Source: an optimization exercise on an open RTL-to-GDS flow (aim: small area, a short achievable clock period and few clock cycles per item). Production flows keep margins and buffers that such runs may drop.
RTL that was checked went through simulation tests only; none was proved equivalent to the original.

==> job 1032: inputs <==
Design syn_rst_scan_counter, start of the top module:
module syn_rst_scan_counter #(
    parameter int TABLE_DEPTH = 64,
    parameter int COUNT_WIDTH = 16
) (
    input  logic                              i_clk,
    input  logic                              i_rst_n,
    input  logic                              req_valid,
    output logic                              req_ready,
    input  logic                              req_action,
    input  logic [srsc_pkg::PROTO_W-1:0]      req_ip_protocol,
    input  logic [srsc_pkg::ADDR_W-1:0]       req_source_address,
    input  logic [srsc_pkg::ADDR_W-1:0]       req_dest_address,
    input  logic                              req_flag_syn,
    input  logic                              req_flag_ack,
    input  logic                              req_flag_rst,
    output logic                              rsp_valid,
    input  logic                              rsp_ready,
    output logic [srsc_pkg::ADDR_W-1:0]       rsp_reported_address,
    output logic [srsc_pkg::RPT_CNT_W-1:0]    rsp_reported_count,
    output logic                              rsp_entry_valid,
    output logic                              rsp_table_overflowed,
    output logic                              rsp_last_of_report,
    input  logic                              psel,
    input  logic                              penable,
    input  logic                              pwrite,
    input  logic [srsc_pkg::APB_ADDR_W-1:0]   paddr,
    input  logic [srsc_pkg::APB_DATA_W-1:0]   pwdata,
    output logic [srsc_pkg::APB_DATA_W-1:0]   prdata,
    output logic                              pready
);
Settings: LEC_CHECK=0, CAP_MARGIN=20, CORE_MARGIN=2, CORE_UTILIZATION=55, PLACE_DENSITY=0.65, SETUP_SLACK_MARGIN=4.5, SLEW_MARGIN=20; clock period 8.0 ns.
run.sh (not shown) runs the stock make flow with config.mk's settings and CLKGATE_MAP_FILE= SYNTH_SCRIPT=/design/flow/synth_recipe.tcl, a recipe that flattens the netlist after the stock synthesis.
==> job 5071 (differences from job 1032) <==
--- a/flow/design.v
+++ b/flow/design.v
@@ -62,15 +62,15 @@
     input  logic                              pwrite,
     input  logic [srsc_pkg::APB_ADDR_W-1:0]   paddr,
     input  logic [srsc_pkg::APB_DATA_W-1:0]   pwdata,
     output logic [srsc_pkg::APB_DATA_W-1:0]   prdata,
     output logic                              pready
 );
-    localparam int N = TABLE_DEPTH;
-    localparam int W = COUNT_WIDTH;
-    localparam int D = 3;            
+    localparam int N  = TABLE_DEPTH;
+    localparam int W  = COUNT_WIDTH;
+    localparam int D  = 3;           
     localparam int QW = $clog2(D + 1);
     logic [THR_W-1:0] r_thr;
     logic             reg_sel;
     assign reg_sel = (paddr[2] == REG_SCAN_THRESHOLD);
     assign pready  = 1'b1;
     assign prdata  = reg_sel ? APB_DATA_W'(r_thr) : '0;
@@ -79,13 +79,19 @@
         else if (psel && penable && pwrite && reg_sel) r_thr <= pwdata[THR_W-1:0];
     end
     logic [ADDR_W-1:0] t_addr [0:N-1];
     logic [W-1:0]      t_cnt  [0:N-1];
     logic [N-1:0]      t_vld;
     logic [N-1:0]      t_pend;       
+    logic [N-1:0]      t_pend2;      
     logic              r_ovf;
+    logic [N-1:0]      free;         
+    always_comb begin
+        for (int i = 0; i < N; i++)
+            free[i] = !t_vld[i] && ((i == 0) ? 1'b1 : t_vld[(i == 0) ? 0 : i-1]);
+    end
     logic              q_rpt  [0:D-1];
     logic              q_two  [0:D-1];
     logic [ADDR_W-1:0] q_key  [0:D-1];
     logic [ADDR_W-1:0] q_key2 [0:D-1];
     logic [QW-1:0]     r_qn;
     logic              r_ready;
@@ -93,33 +99,31 @@
     logic [QW-1:0]     qn_next;
     assign req_ready = r_ready;
     assign accept    = req_valid && r_ready;
     assign src_ev    = (req_ip_protocol == PROTO_TCP) && req_flag_syn && !req_flag_ack;
     assign dst_ev    = (req_ip_protocol == PROTO_TCP) && req_flag_rst;
     assign push      = accept && (req_action || src_ev || dst_ev);
-    logic         h_vld, h_acct, h_rpt, stall, rpt_go, step2;
-    logic [N-1:0] hit, free, alloc, wr_free, bump, sat;
-    logic         any_hit;
-    logic         rpt_free;
-    assign h_vld  = (r_qn != '0);
-    assign h_acct = h_vld && !q_rpt[0];
-    assign h_rpt  = h_vld && q_rpt[0];
-    always_comb begin
-        for (int i = 0; i < N; i++) begin
-            hit[i]  = t_vld[i] && (t_addr[i] == q_key[0]);
-            free[i] = !t_vld[i] && ((i == 0) ? 1'b1 : t_vld[(i == 0) ? 0 : i-1]);
-            sat[i]  = &t_cnt[i];
-        end
-    end
-    assign any_hit = |hit;
-    assign stall   = |(hit & t_pend);
-    assign alloc   = (h_acct && !any_hit) ? free : '0;
-    assign wr_free = h_acct ? free : '0;
-    assign rpt_go = h_rpt && rpt_free;
-    assign step2  = h_acct && !stall && q_two[0];
-    assign pop    = rpt_go || (h_acct && !stall && !q_two[0]);
+    logic              y_evt;        
+    logic              y_rpt;        
+    logic [ADDR_W-1:0] y_key;
+    logic [N-1:0]      y_hit;        
+    logic              y_any;        
+    logic              y_go;         
+    logic              stop;
+    logic              rpt_free;
+    logic         h_vld, x_adv, step2, fwd;
+    logic [N-1:0] cam, x_hit;
+    assign h_vld = (r_qn != '0);
+    always_comb begin
+        for (int i = 0; i < N; i++) cam[i] = t_vld[i] && (t_addr[i] == q_key[0]);
+    end
+    assign fwd   = y_evt && !y_any && (y_key == q_key[0]);
+    assign x_hit = cam | (fwd ? free : '0);
+    assign x_adv = h_vld && y_go;
+    assign step2 = x_adv && !q_rpt[0] && q_two[0];
+    assign pop   = x_adv && (q_rpt[0] || !q_two[0]);
     assign qn_next = r_qn + QW'(push) - QW'(pop);
     always_ff @(posedge i_clk) begin
         if (!i_rst_n) begin
             r_qn    <= '0;
             r_ready <= 1'b0;
         end else begin
@@ -144,67 +148,106 @@
             end else if (k == 0 && step2) begin
                 q_two[k] <= 1'b0;
                 q_key[k] <= q_key2[k];
             end
         end
     end
+    always_ff @(posedge i_clk) begin
+        if (!i_rst_n) begin
+            y_evt <= 1'b0;
+            y_rpt <= 1'b0;
+        end else if (y_go) begin
+            y_evt <= h_vld && !q_rpt[0];
+            y_rpt <= h_vld && q_rpt[0];
+        end
+    end
+    always_ff @(posedge i_clk) begin
+        if (y_go) begin
+            y_key <= q_key[0];
+            y_hit <= x_hit;
+            y_any <= |x_hit;
+        end
+    end
+    logic [N-1:0] frz;           
+    logic [N-1:0] h_hit, alloc, bump, sat;
+    logic         y_apply;
+    logic [N-1:0] pend_nx, pend2_nx;
+    logic         r_stop;        
+    logic         r_pend_any;    
+    assign stop    = r_stop;
+    assign y_apply = y_evt && !stop;
+    assign y_go    = !(y_evt && stop) && !(y_rpt && !rpt_free);
+    assign h_hit   = y_apply ? y_hit : '0;
+    assign alloc   = (y_apply && !y_any) ? free : '0;
+    always_comb begin
+        for (int i = 0; i < N; i++) sat[i] = &t_cnt[i];
+    end
+    assign bump     = (t_pend | h_hit) & ~frz & ~sat;
+    assign pend_nx  = (frz & (t_pend | h_hit)) | (~frz & (t_pend2 | (t_pend & h_hit)));
+    assign pend2_nx = (frz & (t_pend2 | (t_pend & h_hit))) | (~frz & t_pend2 & h_hit);
+    always_ff @(posedge i_clk) begin
+        if (!i_rst_n) begin
+            t_vld      <= '0;
+            t_pend     <= '0;
+            t_pend2    <= '0;
+            r_stop     <= 1'b0;
+            r_pend_any <= 1'b0;
+            r_ovf      <= 1'b0;
+        end else begin
+            t_vld      <= t_vld | alloc;
+            t_pend     <= pend_nx;
+            t_pend2    <= pend2_nx;
+            r_stop     <= |pend2_nx;
+            r_pend_any <= |pend_nx;
+            if (y_apply && !y_any && t_vld[N-1]) r_ovf <= 1'b1;
+        end
+    end
+    for (genvar i = 0; i < N; i++) begin : g_slot
+        logic [W-1:0] ones;
+        always_comb begin
+            ones[0] = 1'b1;
+            for (int b = 1; b < W; b++) ones[b] = ones[b-1] & t_cnt[i][b-1];
+        end
+        always_ff @(posedge i_clk) begin
+            if (!i_rst_n) t_cnt[i] <= W'(1);
+            else          t_cnt[i] <= t_cnt[i] ^ (bump[i] ? ones : '0);
+        end
+        always_ff @(posedge i_clk) begin
+            if (alloc[i]) t_addr[i] <= y_key;
+        end
+    end
+    logic         rpt_go;        
     logic         rpt_scan;      
     logic [N-1:0] rpt_mask;      
     logic         rpt_ovf;
-    logic         rpt_any;
     logic [N-1:0] qual, pick, rest;
-    logic         out_free, load;
+    logic         out_free, load, last;
     logic         r_out_vld;
     logic [ADDR_W-1:0]    r_out_addr;
     logic [RPT_CNT_W-1:0] r_out_cnt;
     logic                 r_out_ent;
     logic                 r_out_ovf;
     logic                 r_out_last;
     logic [ADDR_W-1:0]    mux_addr;
     logic [W-1:0]         mux_cnt;
-    assign rpt_free = !rpt_scan && (t_pend == '0);
+    assign out_free = !r_out_vld || rsp_ready;
+    assign load     = rpt_scan && out_free;
+    assign rpt_free = !rpt_scan && !r_pend_any;
+    assign rpt_go   = y_rpt && rpt_free;
+    assign frz      = rpt_mask;
     always_comb begin
         for (int i = 0; i < N; i++) qual[i] = t_vld[i] && (t_cnt[i] > W'(r_thr));
-    end
-    logic [N-1:0] h_hit;
-    assign h_hit = h_acct ? hit : '0;
-    assign bump  = (t_pend | h_hit) & ~rpt_mask & ~sat;
-    always_ff @(posedge i_clk) begin
-        if (!i_rst_n) begin
-            t_vld  <= '0;
-            t_pend <= '0;
-            r_ovf  <= 1'b0;
-        end else begin
-            t_vld  <= t_vld | alloc;
-            t_pend <= (t_pend | h_hit) & rpt_mask;
-            if (h_acct && !any_hit && t_vld[N-1]) r_ovf <= 1'b1;
-        end
-    end
-    for (genvar i = 0; i < N; i++) begin : g_slot
-        logic [W-1:0] ones;
-        always_comb begin
-            ones[0] = 1'b1;
-            for (int b = 1; b < W; b++) ones[b] = ones[b-1] & t_cnt[i][b-1];
-        end
-        always_ff @(posedge i_clk) begin
-            if (!i_rst_n) t_cnt[i] <= W'(1);
-            else          t_cnt[i] <= t_cnt[i] ^ (bump[i] ? ones : '0);
-        end
-        always_ff @(posedge i_clk) begin
-            if (wr_free[i]) t_addr[i] <= q_key[0];
-        end
     end
     logic [N-1:0] below [0:6];
     assign below[0] = {rpt_mask[N-2:0], 1'b0};
     for (genvar l = 0; l < 6; l++) begin : g_pfx
         assign below[l+1] = below[l] | (below[l] << (1 << l));
     end
-    assign pick     = rpt_mask & ~below[6];
-    assign rest     = rpt_mask & below[6];
-    assign out_free = !r_out_vld || rsp_ready;
-    assign load     = rpt_scan && out_free;
+    assign pick = rpt_mask & ~below[6];
+    assign rest = rpt_mask & below[6];
+    assign last = (rest == '0);
     always_comb begin
         mux_addr = '0;
         mux_cnt  = '0;
         for (int i = 0; i < N; i++) begin
             mux_addr = mux_addr | (pick[i] ? t_addr[i] : '0);
             mux_cnt  = mux_cnt  | (pick[i] ? t_cnt[i]  : '0);
@@ -213,33 +256,30 @@
     always_ff @(posedge i_clk) begin
         if (!i_rst_n) begin
             rpt_scan  <= 1'b0;
             rpt_mask  <= '0;
             r_out_vld <= 1'b0;
         end else begin
-            if (rpt_go) begin
-                rpt_scan <= 1'b1;
-                rpt_mask <= qual;
-            end else if (load) begin
-                if (rest == '0) rpt_scan <= 1'b0;
-                rpt_mask <= rest;
-            end
+            if (rpt_go) rpt_scan <= 1'b1;
+            else if (load && last) rpt_scan <= 1'b0;
+            if (rpt_go) rpt_mask <= qual;
+            else if (load) rpt_mask <= rest;
             if (load) r_out_vld <= 1'b1;
             else if (rsp_ready) r_out_vld <= 1'b0;
         end
     end
     always_ff @(posedge i_clk) begin
         if (rpt_go) begin
-            rpt_ovf  <= r_ovf;
+            rpt_ovf <= r_ovf;
         end
         if (load) begin
             r_out_addr <= mux_addr;
             r_out_cnt  <= mux_cnt;
             r_out_ent  <= (rpt_mask != '0);
             r_out_ovf  <= rpt_ovf;
-            r_out_last <= (rest == '0);
+            r_out_last <= last;
         end
     end
     assign rsp_valid            = r_out_vld;
     assign rsp_reported_address = r_out_addr;
     assign rsp_reported_count   = r_out_cnt;
     assign rsp_entry_valid      = r_out_ent;
Settings changed: CORE_UTILIZATION 55 to 40, PLACE_DENSITY 0.65 to 0.6, SETUP_SLACK_MARGIN 4.5 to 3.8.
==> job 1300 (differences from job 1032) <==
--- a/flow/design.v
+++ b/flow/design.v
@@ -79,12 +79,13 @@
         else if (psel && penable && pwrite && reg_sel) r_thr <= pwdata[THR_W-1:0];
     end
     logic [ADDR_W-1:0] t_addr [0:N-1];
     logic [W-1:0]      t_cnt  [0:N-1];
     logic [N-1:0]      t_vld;
     logic [N-1:0]      t_pend;       
+    logic [N-1:0]      t_pend2;      
     logic              r_ovf;
     logic              q_rpt  [0:D-1];
     logic              q_two  [0:D-1];
     logic [ADDR_W-1:0] q_key  [0:D-1];
     logic [ADDR_W-1:0] q_key2 [0:D-1];
     logic [QW-1:0]     r_qn;
@@ -93,33 +94,33 @@
     logic [QW-1:0]     qn_next;
     assign req_ready = r_ready;
     assign accept    = req_valid && r_ready;
     assign src_ev    = (req_ip_protocol == PROTO_TCP) && req_flag_syn && !req_flag_ack;
     assign dst_ev    = (req_ip_protocol == PROTO_TCP) && req_flag_rst;
     assign push      = accept && (req_action || src_ev || dst_ev);
-    logic         h_vld, h_acct, h_rpt, stall, rpt_go, step2;
+    logic         h_vld, h_acct, h_rpt, stop, rpt_go, step2;
     logic [N-1:0] hit, free, alloc, wr_free, bump, sat;
     logic         any_hit;
     logic         rpt_free;
     assign h_vld  = (r_qn != '0);
-    assign h_acct = h_vld && !q_rpt[0];
+    assign stop   = |t_pend2;
+    assign h_acct = h_vld && !q_rpt[0] && !stop;
     assign h_rpt  = h_vld && q_rpt[0];
     always_comb begin
         for (int i = 0; i < N; i++) begin
             hit[i]  = t_vld[i] && (t_addr[i] == q_key[0]);
             free[i] = !t_vld[i] && ((i == 0) ? 1'b1 : t_vld[(i == 0) ? 0 : i-1]);
             sat[i]  = &t_cnt[i];
         end
     end
     assign any_hit = |hit;
-    assign stall   = |(hit & t_pend);
     assign alloc   = (h_acct && !any_hit) ? free : '0;
     assign wr_free = h_acct ? free : '0;
     assign rpt_go = h_rpt && rpt_free;
-    assign step2  = h_acct && !stall && q_two[0];
-    assign pop    = rpt_go || (h_acct && !stall && !q_two[0]);
+    assign step2  = h_acct && q_two[0];
+    assign pop    = rpt_go || (h_acct && !q_two[0]);
     assign qn_next = r_qn + QW'(push) - QW'(pop);
     always_ff @(posedge i_clk) begin
         if (!i_rst_n) begin
             r_qn    <= '0;
             r_ready <= 1'b0;
         end else begin
@@ -146,15 +147,17 @@
                 q_key[k] <= q_key2[k];
             end
         end
     end
     logic         rpt_scan;      
     logic [N-1:0] rpt_mask;      
+    logic [N-1:0] rpt_pick;      
+    logic [N-1:0] frz;           
     logic         rpt_ovf;
     logic         rpt_any;
-    logic [N-1:0] qual, pick, rest;
+    logic [N-1:0] qual, scan_src, pick, rest;
     logic         out_free, load;
     logic         r_out_vld;
     logic [ADDR_W-1:0]    r_out_addr;
     logic [RPT_CNT_W-1:0] r_out_cnt;
     logic                 r_out_ent;
     logic                 r_out_ovf;
@@ -164,21 +167,24 @@
     assign rpt_free = !rpt_scan && (t_pend == '0);
     always_comb begin
         for (int i = 0; i < N; i++) qual[i] = t_vld[i] && (t_cnt[i] > W'(r_thr));
     end
     logic [N-1:0] h_hit;
     assign h_hit = h_acct ? hit : '0;
-    assign bump  = (t_pend | h_hit) & ~rpt_mask & ~sat;
+    assign frz   = rpt_mask | rpt_pick;
+    assign bump  = (t_pend | h_hit) & ~frz & ~sat;
     always_ff @(posedge i_clk) begin
         if (!i_rst_n) begin
-            t_vld  <= '0;
-            t_pend <= '0;
-            r_ovf  <= 1'b0;
+            t_vld   <= '0;
+            t_pend  <= '0;
+            t_pend2 <= '0;
+            r_ovf   <= 1'b0;
         end else begin
-            t_vld  <= t_vld | alloc;
-            t_pend <= (t_pend | h_hit) & rpt_mask;
+            t_vld   <= t_vld | alloc;
+            t_pend  <= (frz & (t_pend | h_hit)) | (~frz & (t_pend2 | (t_pend & h_hit)));
+            t_pend2 <= (frz & (t_pend2 | (t_pend & h_hit))) | (~frz & t_pend2 & h_hit);
             if (h_acct && !any_hit && t_vld[N-1]) r_ovf <= 1'b1;
         end
     end
     for (genvar i = 0; i < N; i++) begin : g_slot
         logic [W-1:0] ones;
         always_comb begin
@@ -191,55 +197,56 @@
         end
         always_ff @(posedge i_clk) begin
             if (wr_free[i]) t_addr[i] <= q_key[0];
         end
     end
     logic [N-1:0] below [0:6];
-    assign below[0] = {rpt_mask[N-2:0], 1'b0};
+    assign scan_src = rpt_go ? qual : rpt_mask;
+    assign below[0] = {scan_src[N-2:0], 1'b0};
     for (genvar l = 0; l < 6; l++) begin : g_pfx
         assign below[l+1] = below[l] | (below[l] << (1 << l));
     end
-    assign pick     = rpt_mask & ~below[6];
-    assign rest     = rpt_mask & below[6];
+    assign pick     = scan_src & ~below[6];
+    assign rest     = scan_src & below[6];
     assign out_free = !r_out_vld || rsp_ready;
     assign load     = rpt_scan && out_free;
     always_comb begin
         mux_addr = '0;
         mux_cnt  = '0;
         for (int i = 0; i < N; i++) begin
-            mux_addr = mux_addr | (pick[i] ? t_addr[i] : '0);
-            mux_cnt  = mux_cnt  | (pick[i] ? t_cnt[i]  : '0);
+            mux_addr = mux_addr | (rpt_pick[i] ? t_addr[i] : '0);
+            mux_cnt  = mux_cnt  | (rpt_pick[i] ? t_cnt[i]  : '0);
         end
     end
     always_ff @(posedge i_clk) begin
         if (!i_rst_n) begin
             rpt_scan  <= 1'b0;
             rpt_mask  <= '0;
+            rpt_pick  <= '0;
             r_out_vld <= 1'b0;
         end else begin
-            if (rpt_go) begin
-                rpt_scan <= 1'b1;
-                rpt_mask <= qual;
-            end else if (load) begin
-                if (rest == '0) rpt_scan <= 1'b0;
+            if (rpt_go) rpt_scan <= 1'b1;
+            else if (load && rpt_mask == '0) rpt_scan <= 1'b0;
+            if (rpt_go || load) begin
                 rpt_mask <= rest;
+                rpt_pick <= pick;
             end
             if (load) r_out_vld <= 1'b1;
             else if (rsp_ready) r_out_vld <= 1'b0;
         end
     end
     always_ff @(posedge i_clk) begin
         if (rpt_go) begin
             rpt_ovf  <= r_ovf;
         end
         if (load) begin
             r_out_addr <= mux_addr;
             r_out_cnt  <= mux_cnt;
-            r_out_ent  <= (rpt_mask != '0);
+            r_out_ent  <= (rpt_pick != '0);
             r_out_ovf  <= rpt_ovf;
-            r_out_last <= (rest == '0);
+            r_out_last <= (rpt_mask == '0);
         end
     end
     assign rsp_valid            = r_out_vld;
     assign rsp_reported_address = r_out_addr;
     assign rsp_reported_count   = r_out_cnt;
     assign rsp_entry_valid      = r_out_ent;
Settings changed: CORE_UTILIZATION 55 to 40, PLACE_DENSITY 0.65 to 0.6, SETUP_SLACK_MARGIN 4.5 to 3.6.
==> run notes <==
|  | job 1300 | job 5071 | job 1032 |
|---|---|---|---|
| CTS Buf Count | 433 | 409 | 390 |
| Starting utilization of the core area | 40.1% | 40.1% | 55.3% |
| Proportion of netlist area held by the largest area contributor | 36.0% | 36.9% | 36.3% |
| Worst slack after detailed placement | 1.58 ns | 2.05 ns | 1.83 ns |
| Average footprint of a synthesized cell | 11.1 um^2 | 11.2 um^2 | 11.2 um^2 |
| Post-detail-place hpwl | 1180 mm | 667 mm | 620 mm |
| Sequential area share after synthesis | 50.3% | 50.3% | 49.4% |
| Status | did not finish | no timing/DRC/antenna violations | did not finish |
| Last stage reached | global routing | - | global routing |
| Placed cell count | 23900 | 23600 | 21300 |
| Post-synth EDFFs | 2298 | 2395 | 2298 |
| Fraction of synthesized cell area in xor and xnor cells | 12.9% | 13.1% | 13.1% |
| Post-synthesis sequential element count | 3663 | 3701 | 3536 |
| Number of instances resized during post-cts repair | 711 | 416 | 2126 |
| Die outline width | 696 um | 702 um | 592 um |
| # Post-CTS Setup Buffers | 201 | 81 | 831 |
| Number of placement rows | 254 | 256 | 215 |
| Multiplexer area fraction after synthesis | 0.741% | 0.582% | 1.16% |
| Compound-cell area share of the yosys netlist | 12.6% | 11.7% | 11.2% |
| Weighted congestion at the end of routability-driven global placement | 1.25 | 1.07 | 1.04 |
| Cell area after placement | 208000 um^2 | 207000 um^2 | 202000 um^2 |
| Synth cell types | 93 | 87 | 89 |
Testbench counts of job 5071, summed over its fixed seeds: cycles 4,194, items 3,200.
For job 1032 and job 1300, only the layout was checked, not whether the RTL still works.

static timing again, ports no longer ideal:
No port has a modelled driver above. Below, the same layout with a new extraction and two added sets of constraints.
Step 1, drivers: a clkbuf_16 drives i_clk and a buf_2 each remaining input, both assumed.
Step 2 also shifts input and output timing later by t, the mid clock arrival at the registers, as if the neighbouring blocks saw the same clock.
Slacks: ideal ports / drivers / drivers and shift; pairs: ideal ports / drivers.
run: job 5071
t, ns: 1.171
setup WS [ns]: 2.967 / 2.967 / 2.967
clock arrival spread, ns: 0.158 / 0.159
worst data-port slew with drivers (ns): 0.05
After both steps job 5071 still meets setup and hold. For job 5071, drivers alone change the setup slack by 0.000 ns; drivers and shift together by 0.000 ns.
